What follows belongs to an exercise in optimizing a design on an open flow for small area, a short achievable clock period and few clock cycles; a production flow would make more cautious choices.

==> inputs of 01-13 <==
Design muldiv_unit, start of the top module:
module muldiv_unit #(
  parameter int WIDTH      = 32,
  parameter int MUL_CYCLES = 5
) (
  input  logic             clk,
  input  logic             reset,
  input  logic [WIDTH-1:0] A,
  input  logic [WIDTH-1:0] B,
  input  logic [3:0]       MULOp,
  input  logic             start,
  output logic             busy,
  output logic [WIDTH-1:0] HI,
  output logic [WIDTH-1:0] LO
);
export LEC_CHECK = 0
export CAP_MARGIN = 20
export CORE_MARGIN = 2
export CORE_UTILIZATION = 40
export SLEW_MARGIN = 20
create_clock -name core_clock -period 13.5 [get_ports {clk}]
standard.sh (not shown) runs the stock make flow with config.mk's settings and CLKGATE_MAP_FILE= SYNTH_SCRIPT=/design/flow/synth_recipe.tcl, a recipe that flattens the netlist after the stock synthesis.
==> flow/flow/run.sh <==
#!/bin/bash
# Layout flow: the standard ORFS flow (standard synthesis, floorplan, placement,
# CTS, routing) at the design's clock period and constraints, with
#  - a larger setup margin for ORFS's repair_timing passes, so that timing repair keeps
#    sizing and buffering the longest paths instead of stopping at the 13.5 ns clock;
#  - every port still buffered, with a plain buffer cell instead of a delay cell.
set -euo pipefail
bash standard.sh SETUP_SLACK_MARGIN=9 MATCH_CELL_FOOTPRINT=0 \
  "BUFFER_PORTS_ARGS=-buffer_cell sky130_fd_sc_hd__buf_1" finish > flow_make.log 2>&1
==> inputs of 03-26, as changes to 01-13 <==
--- a/flow/design.v
+++ b/flow/design.v
@@ -93,11 +93,11 @@
   logic [4:0]  in_msb_f;
   assign in_an    = op_sg & A[31];
   assign in_clz   = clz32({1'b0, A[30:0] ^ A[31:1]});
   assign in_bclz  = clz32({1'b0, B[30:0] ^ B[31:1]});
   assign in_clz_f = (A[31] & ~op_sg) ? 6'd0 : in_clz;
-  assign in_msb_f = (B[31] & ~op_sg) ? 5'd0 : (in_bclz[4:0] | {5{in_bclz[5]}});
+  assign in_msb_f = (B[31] & ~op_sg) ? 5'd31 : (in_bclz == 6'd32) ? 5'd0 : 5'(6'd31 - in_bclz);
   logic          msgn, bn;
   logic [FW-1:0] mext;
   assign msgn = sg_q & m_q[31];
   assign bn   = msgn;
   assign mext = {{(FW-32){msgn}}, m_q};
@@ -124,75 +124,59 @@
     {t3c, t3s} = csa(t1s, t1c, t2s);
     {t4c, t4s} = csa(t3s, t3c, t2c);
     ecor   = {1'b0, bng_q[3], 1'b0, bng_q[2], 1'b0, bng_q[1], cy_q[1], bng_q[0]};
     lowsum = {2'b00, t4s[7:0]} + {2'b00, t4c[7:0]} + {2'b00, ecor} + {9'd0, cy_q[0]};
   end
-  function automatic logic [FW-1:0] add_sk(input logic [FW-1:0] a, b, input logic ci);
-    logic [FW-1:0] p0, g, p;
-    p0 = a ^ b;
-    g  = a & b;
-    p  = p0;
-    g[0] = g[0] | (p0[0] & ci);
-    for (int l = 0; l < 6; l++)
-      for (int i = 0; i < FW; i++)
-        if (((i >> l) & 1) == 1) begin
-          int j;
-          j = ((i >> l) << l) - 1;
-          g[i] = g[i] | (p[i] & g[j]);
-          p[i] = p[i] & p[j];
-        end
-    add_sk = p0 ^ {g[FW-2:0], ci};
-  endfunction
   logic [FW-1:0] fa_s, fa_h, fsum, fu, fv;
   always_comb begin
     fa_s = ({FW{s_en_q}} & s_q) | ({FW{fhi_q}} & {{(FW-32){1'b0}}, hi_q}) |
            ({FW{ssh_q}} & {s_q[FW-2:0], lo_q[31]});
     fa_h = (({FW{fm_q}} & mext) | ({FW{eh_q}} & {{(FW-32){1'b0}}, hi_q}) |
             ({FW{el_q}} & {{(FW-32){1'b0}}, lo_q})) ^ {FW{finv_q}};
     fu   = fa_s ^ c_q ^ fa_h;
     fv   = (fa_s & c_q) | (fa_s & fa_h) | (c_q & fa_h);
-    fsum = add_sk(fu, {fv[FW-2:0], cy_q[0] | cy_q[1]}, cy_q[1] | finv_q);
+    fsum = fu + {fv[FW-2:0], cy_q[0] | cy_q[1]} + {{(FW-1){1'b0}}, cy_q[1] | finv_q};
   end
   logic sgn;
   assign sgn = fsum[FW-1];
   logic [6:0]  kk;
   logic [4:0]  k;
   logic [5:0]  kp;
   logic        zq;
   logic [31:0] rot, lowm;
   always_comb begin
-    kk  = {1'b0, clz_q} + 7'd31 - {2'b00, msb_q} - {6'd0, an_q};
+    kk  = {1'b0, clz_q} + {2'b00, msb_q} - {6'd0, an_q};
     zq  = ~bz_q & (kk >= 7'd32);
     k   = bz_q ? 5'd0 : kk[4:0];
     kp  = {1'b0, k} + 6'd1;
     rot = lo_q;
     if (k[0]) rot = {rot[30:0], rot[31]};
     if (k[1]) rot = {rot[29:0], rot[31:30]};
     if (k[2]) rot = {rot[27:0], rot[31:28]};
     if (k[3]) rot = {rot[23:0], rot[31:24]};
     if (k[4]) rot = {rot[15:0], rot[31:16]};
-    for (int j = 0; j < 32; j++) lowm[j] = (5'(j) < k) | zq;    
+    for (int j = 0; j < 32; j++) lowm[j] = (5'(j) < k);
   end
   logic [FW-1:0] s_next, c_next;
   logic [31:0]   lo_next, mul_x;
   assign mul_x = {lowsum[7:0], lo_q[31:8]};
   always_comb begin
     s_next = fsum;
     if (f_mul)            s_next = t4s[CW-1:8];
     if (f_norm)           s_next = {{(FW-32){1'b0}}, rot & lowm};
-    c_next = {FW{f_mul}} & t4c[CW-1:8];    
+    c_next = f_mul ? t4c[CW-1:8] : c_q;
     lo_next = fsum[31:0];
     if (f_mul)            lo_next = mul_x;
     if (f_div)            lo_next = {lo_q[30:0], ~sgn};
     if (f_norm)           lo_next = rot & ~lowm;
   end
   logic qn;
   assign qn = (an_q ^ bn) & ~bz_q;
-  logic done, hi_we, lo_we;
+  logic done, hi_we, lo_we, lo_zero;
   logic n_mul, n_fin, n_norm, n_div, n_corr, n_negr, n_negq;
   always_comb begin
-    done = 1'b0; hi_we = 1'b0; lo_we = 1'b0;
+    done = 1'b0; hi_we = 1'b0; lo_we = 1'b0; lo_zero = 1'b0;
     n_mul = 1'b0; n_fin = 1'b0; n_norm = 1'b0; n_div = 1'b0;
     n_corr = 1'b0; n_negr = 1'b0; n_negq = 1'b0;
     if (f_mul) begin
       lo_we = 1'b1;
       hi_we = first_q;           
@@ -201,21 +185,24 @@
     end
     if (f_fin) begin hi_we = 1'b1; done = 1'b1; end
     if (f_prep) begin lo_we = 1'b1; n_norm = 1'b1; end
     if (f_norm) begin
       lo_we = 1'b1;
-      if (zq) done = 1'b1;
-      else    n_div = 1'b1;
+      if (zq) begin lo_zero = 1'b1; done = 1'b1; end
+      else n_div = 1'b1;
     end
     if (f_div) lo_we = 1'b1;
     if (f_div & ~dlast_q) n_div = 1'b1;
-    if ((f_div & dlast_q) | f_corr) begin
+    if (f_div & dlast_q) begin
+      lo_we  = 1'b1;
+      n_corr = 1'b1;
+    end
+    if (f_corr) begin
       hi_we = 1'b1;
-      if (f_div && sgn) n_corr = 1'b1;    
-      else if (an_q)    n_negr = 1'b1;
-      else if (qn)      n_negq = 1'b1;
-      else              done   = 1'b1;
+      if (an_q)    n_negr = 1'b1;
+      else if (qn) n_negq = 1'b1;
+      else         done   = 1'b1;
     end
     if (f_negr) begin
       hi_we = 1'b1;
       if (qn) n_negq = 1'b1;
       else    done = 1'b1;
@@ -245,11 +232,11 @@
         if (MULOp == OP_MTLO || is_div || is_mul) lo_q <= A;
         busy_q <= is_mul | is_div;
       end
     end else begin
       if (hi_we)   hi_q <= fsum[31:0];
-      if (lo_we)   lo_q <= lo_next;
+      if (lo_we)   lo_q <= lo_zero ? 32'd0 : lo_next;
       if (done)    busy_q <= 1'b0;
     end
   end
   always_ff @(posedge clk) begin
     if (!busy_q) begin
@@ -296,11 +283,11 @@
       if (n_mul) {bng_q, bs2_q, bs1_q} <= booth4(lo_q[15:7], sub_q);
       first_q <= 1'b0;
       s_en_q <= n_fin | n_corr;
       ssh_q  <= n_div;
       fhi_q  <= 1'b0;
-      fm_q   <= n_div | n_corr;
+      fm_q   <= n_div | (n_corr & sgn);
       eh_q   <= n_fin | n_negr;
       el_q   <= n_negq;
       finv_q <= n_negr | n_negq | (n_div & (f_div ? ~(bn ^ sgn) : ~bn)) | (n_corr & bn);
     end
   end
==> flow/flow/run.sh (replaced) <==
#!/bin/bash
# Layout flow: the standard ORFS flow (standard synthesis, floorplan, placement,
# CTS, routing) at the design's clock period and constraints, with a larger setup
# margin for ORFS's repair_timing passes so that timing repair keeps sizing and
# buffering the longest paths instead of stopping at the 13.5 ns clock.
set -euo pipefail
bash standard.sh SETUP_SLACK_MARGIN=9 finish > flow_make.log 2>&1
==> comparison table <==
| metric | 03-26 | 01-13 |
|---|---|---|
| Basic-gate share of the synthesized area counting and, or, nand and nor cells | 0.133 | 0.138 |
| Mapped Area | 0.0240 sq mm | 0.0234 sq mm |
| Status | timing/DRC/antenna clean | timing/DRC/antenna clean |
| Maximum single-stage delay on the critical path | 0.44 ns | 0.49 ns |
| Tightest slew margin relative to the limit | 0.285 | 0.311 |
| Crit-path slowest cell | sky130_fd_sc_hd__fa_1 | sky130_fd_sc_hd__edfxtp_1 |
| Antenna violations before repair | 6 | 2 |
| Maximum net fanout on the critical path | 8 | 5 |
| Clock edge transition at the registers on the reported setup and hold paths | 0.07 ns | 0.06 ns |
| Net count after synthesis | 3,236 | 3,044 |
| Routed met1 length | 44.2 mm | 40.9 mm |
| Sequential cell area fraction in the yosys report | 0.198 | 0.203 |
| Compound-Gate Fraction of Synth Area | 0.238 | 0.216 |
| Effective utilization at floorplan | 0.405 | 0.405 |
| Detailed-route via count | 24,200 | 22,800 |
| Number of clock buffer instances in the layout | 43 | 36 |
| Share of the cycle needed by the critical path after routing | 0.342 | 0.342 |
| Number of combinational gates with multiple inputs | 2,109 | 2,010 |
No run of this note included a check of the RTL's function; only the layout flow was run.

==> what the ideal ports hide <==
The flow's constraints put no driver on any port. The routed layouts listed below were extracted and timed again, unchanged, in two steps. Step 1 assumes that a clkbuf_16 drives the clock port and a buf_2 every other input. Step 2 moves the port delays by t, midway between the first and last clock arrival at a register: inputs arrive t later, outputs are due t later. That takes back most of the time a late clock gives input paths. a / b / c = no drivers / after step 1 / after step 2; a / b = the first two.
| run | t, ns | setup slack, ns | hold WS [ns] | latest minus earliest clock arrival (ns) | worst data-port slew with drivers (ns) |
|---|---|---|---|---|---|
| 01-13 | 0.644 | 8.876 / 8.876 / 8.480 | 0.534 / 0.534 / 0.534 | 0.012 / 0.012 | 0.06 |
| 03-26 | 0.657 | 8.884 / 8.884 / 8.414 | 0.465 / 0.465 / 0.465 | 0.026 / 0.026 | 0.05 |
After both steps every run listed still meets setup and hold. The setup slack of 03-26, which loses most, moves by 0.000 ns with the drivers and by -0.470 ns with both steps.
